What follows belongs to an exercise in optimizing a design on an open flow for small area; a production flow would make more cautious choices.
Only simulation tests tie the RTL to the original design; equivalence was not proved.

Setup of pepper:
==> flow/design.v <==
module note_ram #(
    parameter int ADDR_W = 8,
    parameter int DATA_W = 16,
    parameter int DUR_W  = 10
) (
    input  logic              clk,
    input  logic              rst,
    input  logic              clr,      
    input  logic              we,       
    input  logic              first,    
    input  logic [DATA_W-1:0] wdata,
    input  logic              cap,      
    input  logic [ADDR_W-1:0] rd_idx,   
    output logic [DATA_W-1:0] rdata     
);
    localparam int NSLOT = (1 << ADDR_W) - 1;
    localparam int PW    = 4;
    localparam int PSTEP = 1 << PW;
    localparam int QLEN  = PSTEP;
    localparam int QW    = PW;
    localparam int KEY_W = DATA_W - DUR_W;
    localparam logic [ADDR_W-1:0] LAST = ADDR_W'(NSLOT - 1);
    logic [NSLOT-1:0][DATA_W-1:0] ring;
    logic [QLEN-1:0][KEY_W-1:0]   wq;      
    logic [QLEN-1:0]              wv;      
    logic [DUR_W-1:0]             wdur;    
    logic [ADDR_W-1:0]            ph;      
    logic [ADDR_W-1:0]            wpos;    
    logic [DATA_W-1:0]            e0;
    logic [DATA_W-1:0]            nxt;
    logic                         wr;
    logic [QW-1:0]                old;
    logic [DATA_W-1:0]            wd;
    assign wr = (|wv) && (wpos[PW-1:0] == '0);
    always_comb begin
        old = '0;
        for (int i = 0; i < QLEN; i++) begin
            if (wv[i]) old = QW'(i);
        end
    end
    assign wd = {wq[old], wdur};
    always_ff @(posedge clk) begin
        if (clr) begin
            ph   <= '0;
            wpos <= '0;
        end else begin
            ph <= (ph == LAST) ? '0 : ph + ADDR_W'(1);
            if (!wr) begin
                wpos <= (wpos == LAST) ? '0 : wpos + ADDR_W'(1);
            end
        end
    end
    always_ff @(posedge clk) begin
        for (int i = 0; i < NSLOT; i++) begin
            if ((i % PSTEP) == 0 && wr && (wpos[ADDR_W-1:PW] == (ADDR_W-PW)'(i / PSTEP))) begin
                ring[i] <= wd;
            end else begin
                ring[i] <= ring[(i + NSLOT - 1) % NSLOT];
            end
        end
    end
    always_ff @(posedge clk) begin
        wq[0] <= wdata[DATA_W-1:DUR_W];
        for (int i = 1; i < QLEN; i++) begin
            wq[i] <= wq[i-1];
        end
    end
    always_ff @(posedge clk) begin
        if (rst || clr) begin
            wv <= '0;
        end else begin
            wv[0] <= we && !first;
            for (int i = 1; i < QLEN; i++) begin
                wv[i] <= wv[i-1] && !(wr && (old == QW'(i-1)));
            end
        end
    end
    always_ff @(posedge clk) begin
        if (we && !(|wv)) begin
            wdur <= wdata[DUR_W-1:0];
        end else if (wr) begin
            wdur <= DUR_W'(1);
        end
    end
    always_ff @(posedge clk) begin
        if (we && first) begin
            e0 <= wdata;
        end
    end
    always_ff @(posedge clk) begin
        if (cap && (ph == rd_idx)) begin
            nxt <= ring[NSLOT-1];
        end
    end
    assign rdata = (rd_idx == '0) ? e0 : nxt;
endmodule
module note_sequencer #(
    parameter int ADDR_W   = 8,
    parameter int DUR_W    = 10,
    parameter int TICK_DIV = 500
) (
    input  logic              clk,
    input  logic              rst,
    input  logic [2:0]        live_octave,
    input  logic [2:0]        live_note,
    input  logic              cmd_rec,
    input  logic              cmd_play,
    input  logic              cmd_stop,
    input  logic              loop_en,
    output logic [2:0]        out_octave,
    output logic [2:0]        out_note,
    output logic [1:0]        mode,
    output logic [ADDR_W:0]   rec_count,
    output logic              full
);
    localparam logic [1:0] MODE_IDLE = 2'd0;
    localparam logic [1:0] MODE_REC  = 2'd1;
    localparam logic [1:0] MODE_PLAY = 2'd2;
    localparam int OCT_W  = 3;
    localparam int NOTE_W = 3;
    localparam logic [NOTE_W-1:0] NOTE_REST = 3'd0;
    localparam logic [1:0] ST_IDLE  = 2'd0;
    localparam logic [1:0] ST_REC   = 2'd1;
    localparam logic [1:0] ST_FETCH = 2'd2;
    localparam logic [1:0] ST_PLAY  = 2'd3;
    localparam int ENTRY_W  = OCT_W + NOTE_W + DUR_W;
    localparam int NOTE_LSB = DUR_W;
    localparam int OCT_LSB  = DUR_W + NOTE_W;
    localparam int CNT_W    = ADDR_W + 1;
    localparam int DEPTH    = 1 << ADDR_W;
    localparam int PRESC_W  = (TICK_DIV > 1) ? $clog2(TICK_DIV) : 1;
    localparam logic [DUR_W-1:0]   DUR_MAX  = {DUR_W{1'b1}};
    localparam logic [PRESC_W-1:0] PRESC_TOP = PRESC_W'(TICK_DIV - 1);
    logic [1:0] state;
    logic [1:0] state_next;
    logic [PRESC_W-1:0] presc;
    logic               tick;
    logic [2:0]         cur_octave;
    logic [2:0]         cur_note;
    logic [DUR_W-1:0]   dur;
    logic [DUR_W-1:0]   rem;
    logic [ADDR_W-1:0]  rd_idx;
    logic               fetch_wait;
    logic               ram_we;
    logic [ENTRY_W-1:0] ram_wdata;
    logic [ENTRY_W-1:0] ram_rdata;
    logic start_rec;
    logic start_play;
    logic advance;
    logic load_entry;
    logic live_chg;
    logic dur_sat;
    logic rec_last;
    logic play_done;
    logic has_next;
    assign tick      = (presc == PRESC_TOP);
    assign live_chg  = ({live_octave, live_note} != {cur_octave, cur_note});
    assign dur_sat   = (dur == DUR_MAX);
    assign rec_last  = (rec_count == CNT_W'(DEPTH - 1));
    assign play_done = (state == ST_PLAY) && tick && (rem <= DUR_W'(1));
    assign has_next  = (({1'b0, rd_idx} + CNT_W'(1)) != rec_count);
    assign rem       = dur;
    assign ram_wdata = {cur_octave, cur_note, (dur == '0) ? DUR_W'(1) : dur};
    assign mode      = (state == ST_REC) ? MODE_REC :
                       ((state == ST_FETCH) || (state == ST_PLAY)) ? MODE_PLAY : MODE_IDLE;
    note_ram #(
        .ADDR_W (ADDR_W),
        .DATA_W (ENTRY_W)
    ) u_ram (
        .clk    (clk),
        .rst    (rst),
        .clr    (start_rec),
        .we     (ram_we),
        .first  (rec_count == '0),
        .wdata  (ram_wdata),
        .cap    (state == ST_PLAY),
        .rd_idx (rd_idx),
        .rdata  (ram_rdata)
    );
    always_ff @(posedge clk) begin
        if (rst) begin
            state <= ST_IDLE;
        end else begin
            state <= state_next;
        end
    end
    always_comb begin
        state_next = state;
        start_rec  = 1'b0;
        start_play = 1'b0;
        advance    = 1'b0;
        load_entry = 1'b0;
        ram_we     = 1'b0;
        case (state)
            ST_IDLE: begin
                if (cmd_stop) begin
                    state_next = ST_IDLE;
                end else if (cmd_rec) begin
                    start_rec  = 1'b1;
                    state_next = ST_REC;
                end else if (cmd_play && (rec_count != '0)) begin
                    start_play = 1'b1;
                    state_next = ST_FETCH;
                end
            end
            ST_REC: begin
                if (cmd_stop) begin
                    ram_we     = (dur != '0);
                    state_next = ST_IDLE;
                end else if (live_chg || dur_sat) begin
                    ram_we = 1'b1;
                    if (rec_last) begin
                        state_next = ST_IDLE;
                    end
                end
            end
            ST_FETCH, ST_PLAY: begin
                if (cmd_stop) begin
                    state_next = ST_IDLE;
                end else if (cmd_rec) begin
                    start_rec  = 1'b1;
                    state_next = ST_REC;
                end else if (cmd_play) begin
                    start_play = 1'b1;
                    state_next = ST_FETCH;
                end else if (state == ST_FETCH) begin
                    if (fetch_wait) begin
                        load_entry = 1'b1;
                        state_next = ST_PLAY;
                    end
                end else if (play_done) begin
                    if (has_next) begin
                        advance    = 1'b1;
                        state_next = ST_FETCH;
                    end else if (loop_en) begin
                        start_play = 1'b1;
                        state_next = ST_FETCH;
                    end else begin
                        state_next = ST_IDLE;
                    end
                end
            end
            default: state_next = ST_IDLE;
        endcase
    end
    always_ff @(posedge clk) begin
        if (rst) begin
            presc <= '0;
        end else if (start_rec || start_play || advance || tick) begin
            presc <= '0;
        end else begin
            presc <= presc + PRESC_W'(1);
        end
    end
    always_ff @(posedge clk) begin
        if (rst) begin
            cur_octave <= '0;
            cur_note   <= NOTE_REST;
            rec_count  <= '0;
            full       <= 1'b0;
        end else if (start_rec) begin
            cur_octave <= live_octave;
            cur_note   <= live_note;
            rec_count  <= '0;
            full       <= 1'b0;
        end else if (state == ST_REC) begin
            if (ram_we) begin
                rec_count  <= rec_count + CNT_W'(1);
                full       <= rec_last;
                cur_octave <= live_octave;
                cur_note   <= live_note;
            end
        end
    end
    always_ff @(posedge clk) begin
        if (rst || start_rec) begin
            dur <= '0;
        end else if (state == ST_REC) begin
            if (ram_we) begin
                dur <= '0;
            end else if (tick) begin
                dur <= dur + DUR_W'(1);
            end
        end else if (load_entry) begin
            dur <= ram_rdata[DUR_W-1:0];
        end else if ((state == ST_PLAY) && tick && (rem != '0)) begin
            dur <= rem - DUR_W'(1);
        end
    end
    always_ff @(posedge clk) begin
        if (rst) begin
            rd_idx     <= '0;
            fetch_wait <= 1'b0;
        end else begin
            if (start_play) begin
                rd_idx <= '0;
            end else if (advance) begin
                rd_idx <= rd_idx + ADDR_W'(1);
            end
            if (start_play || advance) begin
                fetch_wait <= 1'b0;
            end else if (state == ST_FETCH) begin
                fetch_wait <= 1'b1;
            end
        end
    end
    always_ff @(posedge clk) begin
        if (rst) begin
            out_octave <= '0;
            out_note   <= NOTE_REST;
        end else if (load_entry) begin
            out_octave <= ram_rdata[OCT_LSB +: OCT_W];
            out_note   <= ram_rdata[NOTE_LSB +: NOTE_W];
        end else if ((state == ST_IDLE) || (state == ST_REC)) begin
            out_octave <= live_octave;
            out_note   <= live_note;
        end
    end
endmodule
make LEC_CHECK=0 CAP_MARGIN=20 CORE_MARGIN=2 CORE_UTILIZATION=40 CTS_CLUSTER_DIAMETER=100 CTS_CLUSTER_SIZE=30 SLEW_MARGIN=20 finish   # period 10.0 ns
run.sh (not shown) runs the stock make flow with config.mk's settings and CLKGATE_MAP_FILE= SYNTH_SCRIPT=/design/flow/synth_recipe.tcl, a recipe that flattens the netlist after the stock synthesis.
Modified inputs, ember compared to pepper
--- a/flow/design.v
+++ b/flow/design.v
@@ -15,46 +15,68 @@
 );
     localparam int NSLOT = (1 << ADDR_W) - 1;
     localparam int PW    = 4;
     localparam int PSTEP = 1 << PW;
+    localparam int NPORT = 16;
     localparam int QLEN  = PSTEP;
     localparam int QW    = PW;
     localparam int KEY_W = DATA_W - DUR_W;
     localparam logic [ADDR_W-1:0] LAST = ADDR_W'(NSLOT - 1);
+    localparam int DPORT0 = 8;
+    localparam int DPORT1 = 136;
     logic [NSLOT-1:0][DATA_W-1:0] ring;
     logic [QLEN-1:0][KEY_W-1:0]   wq;      
     logic [QLEN-1:0]              wv;      
     logic [DUR_W-1:0]             wdur;    
+    logic                         dpend;   
+    logic                         dkw;     
+    logic [ADDR_W-1:0]            dpos;    
     logic [ADDR_W-1:0]            ph;      
     logic [ADDR_W-1:0]            wpos;    
     logic [DATA_W-1:0]            e0;
     logic [DATA_W-1:0]            nxt;
     logic                         wr;
     logic [QW-1:0]                old;
-    logic [DATA_W-1:0]            wd;
-    assign wr = (|wv) && (wpos[PW-1:0] == '0);
+    logic [KEY_W-1:0]             wkey;
+    logic [ADDR_W-1:0]            wpos_inc;
+    logic                         dwr;
+    logic                         dlong;
+    assign wr       = (|wv) && (wpos[PW-1:0] == '0);
+    assign wpos_inc = (wpos == LAST) ? '0 : wpos + ADDR_W'(1);
+    assign dwr      = dpend && dkw && (dpos[ADDR_W-2:0] == (ADDR_W-1)'(DPORT0));
+    assign dlong    = we && !first && (wdata[DUR_W-1:1] != '0);
     always_comb begin
         old = '0;
         for (int i = 0; i < QLEN; i++) begin
             if (wv[i]) old = QW'(i);
         end
     end
-    assign wd = {wq[old], wdur};
+    assign wkey = wq[old];
     always_ff @(posedge clk) begin
         if (clr) begin
             ph   <= '0;
             wpos <= '0;
         end else begin
             ph <= (ph == LAST) ? '0 : ph + ADDR_W'(1);
             if (!wr) begin
-                wpos <= (wpos == LAST) ? '0 : wpos + ADDR_W'(1);
+                wpos <= wpos_inc;
             end
         end
     end
     always_ff @(posedge clk) begin
         for (int i = 0; i < NSLOT; i++) begin
-            if ((i % PSTEP) == 0 && wr && (wpos[ADDR_W-1:PW] == (ADDR_W-PW)'(i / PSTEP))) begin
-                ring[i] <= wd;
+            if ((i % PSTEP) == 0) begin
+                if (wr && (wpos[ADDR_W-1:PW] == (ADDR_W-PW)'(i / PSTEP))) begin
+                    ring[i] <= {wkey, DUR_W'(1)} ^ {DATA_W{((i / PSTEP) % 2) == 0}};
+                end else begin
+                    ring[i] <= ~ring[(i + NSLOT - 1) % NSLOT];
+                end
+            end else if (i == DPORT0 || i == DPORT1) begin
+                if (dwr && (dpos[ADDR_W-1] == (i == DPORT1))) begin
+                    ring[i] <= (ring[i-1] & {{KEY_W{1'b1}}, {DUR_W{1'b0}}}) | {{KEY_W{1'b0}}, ~wdur};
+                end else begin
+                    ring[i] <= ring[i-1];
+                end
             end else begin
                 ring[i] <= ring[(i + NSLOT - 1) % NSLOT];
             end
         end
@@ -75,12 +97,29 @@
             end
         end
     end
     always_ff @(posedge clk) begin
-        if (we && !(|wv)) begin
+        if (rst || clr) begin
+            dpend <= 1'b0;
+            dkw   <= 1'b0;
+        end else if (dlong) begin
+            dpend <= 1'b1;
+            dkw   <= 1'b0;
+        end else begin
+            if (wr) begin
+                dkw <= 1'b1;
+            end
+            if (dwr) begin
+                dpend <= 1'b0;
+            end
+        end
+    end
+    always_ff @(posedge clk) begin
+        if (dlong) begin
             wdur <= wdata[DUR_W-1:0];
-        end else if (wr) begin
-            wdur <= DUR_W'(1);
+            dpos <= wpos_inc;
+        end else begin
+            dpos <= (dpos == LAST) ? '0 : dpos + ADDR_W'(1);
         end
     end
     always_ff @(posedge clk) begin
         if (we && first) begin
### Flow results
The number of placed instances, taps included in pepper is 1.07 times that in ember.
ember vs. pepper: pin count of the biggest net entering global routing went up by about 6%.
The final reports for ember and pepper show count of multi-input combinational gates lower in the former.
Going from pepper to ember, met1 demand-to-capacity share in global routing lost 1.4 points; synthesized cell count -502.

-- re-timing with driven ports --
How much do the figures lean on ideal ports? The routed layouts below were timed once more, with nothing changed but the port constraints. Step 1: set_driving_cell puts a clkbuf_16 on clk and a buf_2 on each other input, an assumption about the parent block. Step 2, shift: input delay + t, output delay - t, t = (earliest + latest rising clock arrival at the registers) / 2. This alone moves slack from input paths to output paths. Three values: ideal, step 1, step 2; two values: the first two.
run	t (ns)	setup WS [ns]	hold slack, ns	worst setup path at the end	slew at the worst register clock pin (ns)
pepper	0.887	4.732 / 4.658 / 4.782	0.305 / 0.305 / 0.305	input to register	0.12 / 0.12
ember	0.883	5.034 / 4.956 / 5.100	0.306 / 0.306 / 0.306	input to register	0.11 / 0.11
After both steps every run listed still meets setup and hold.
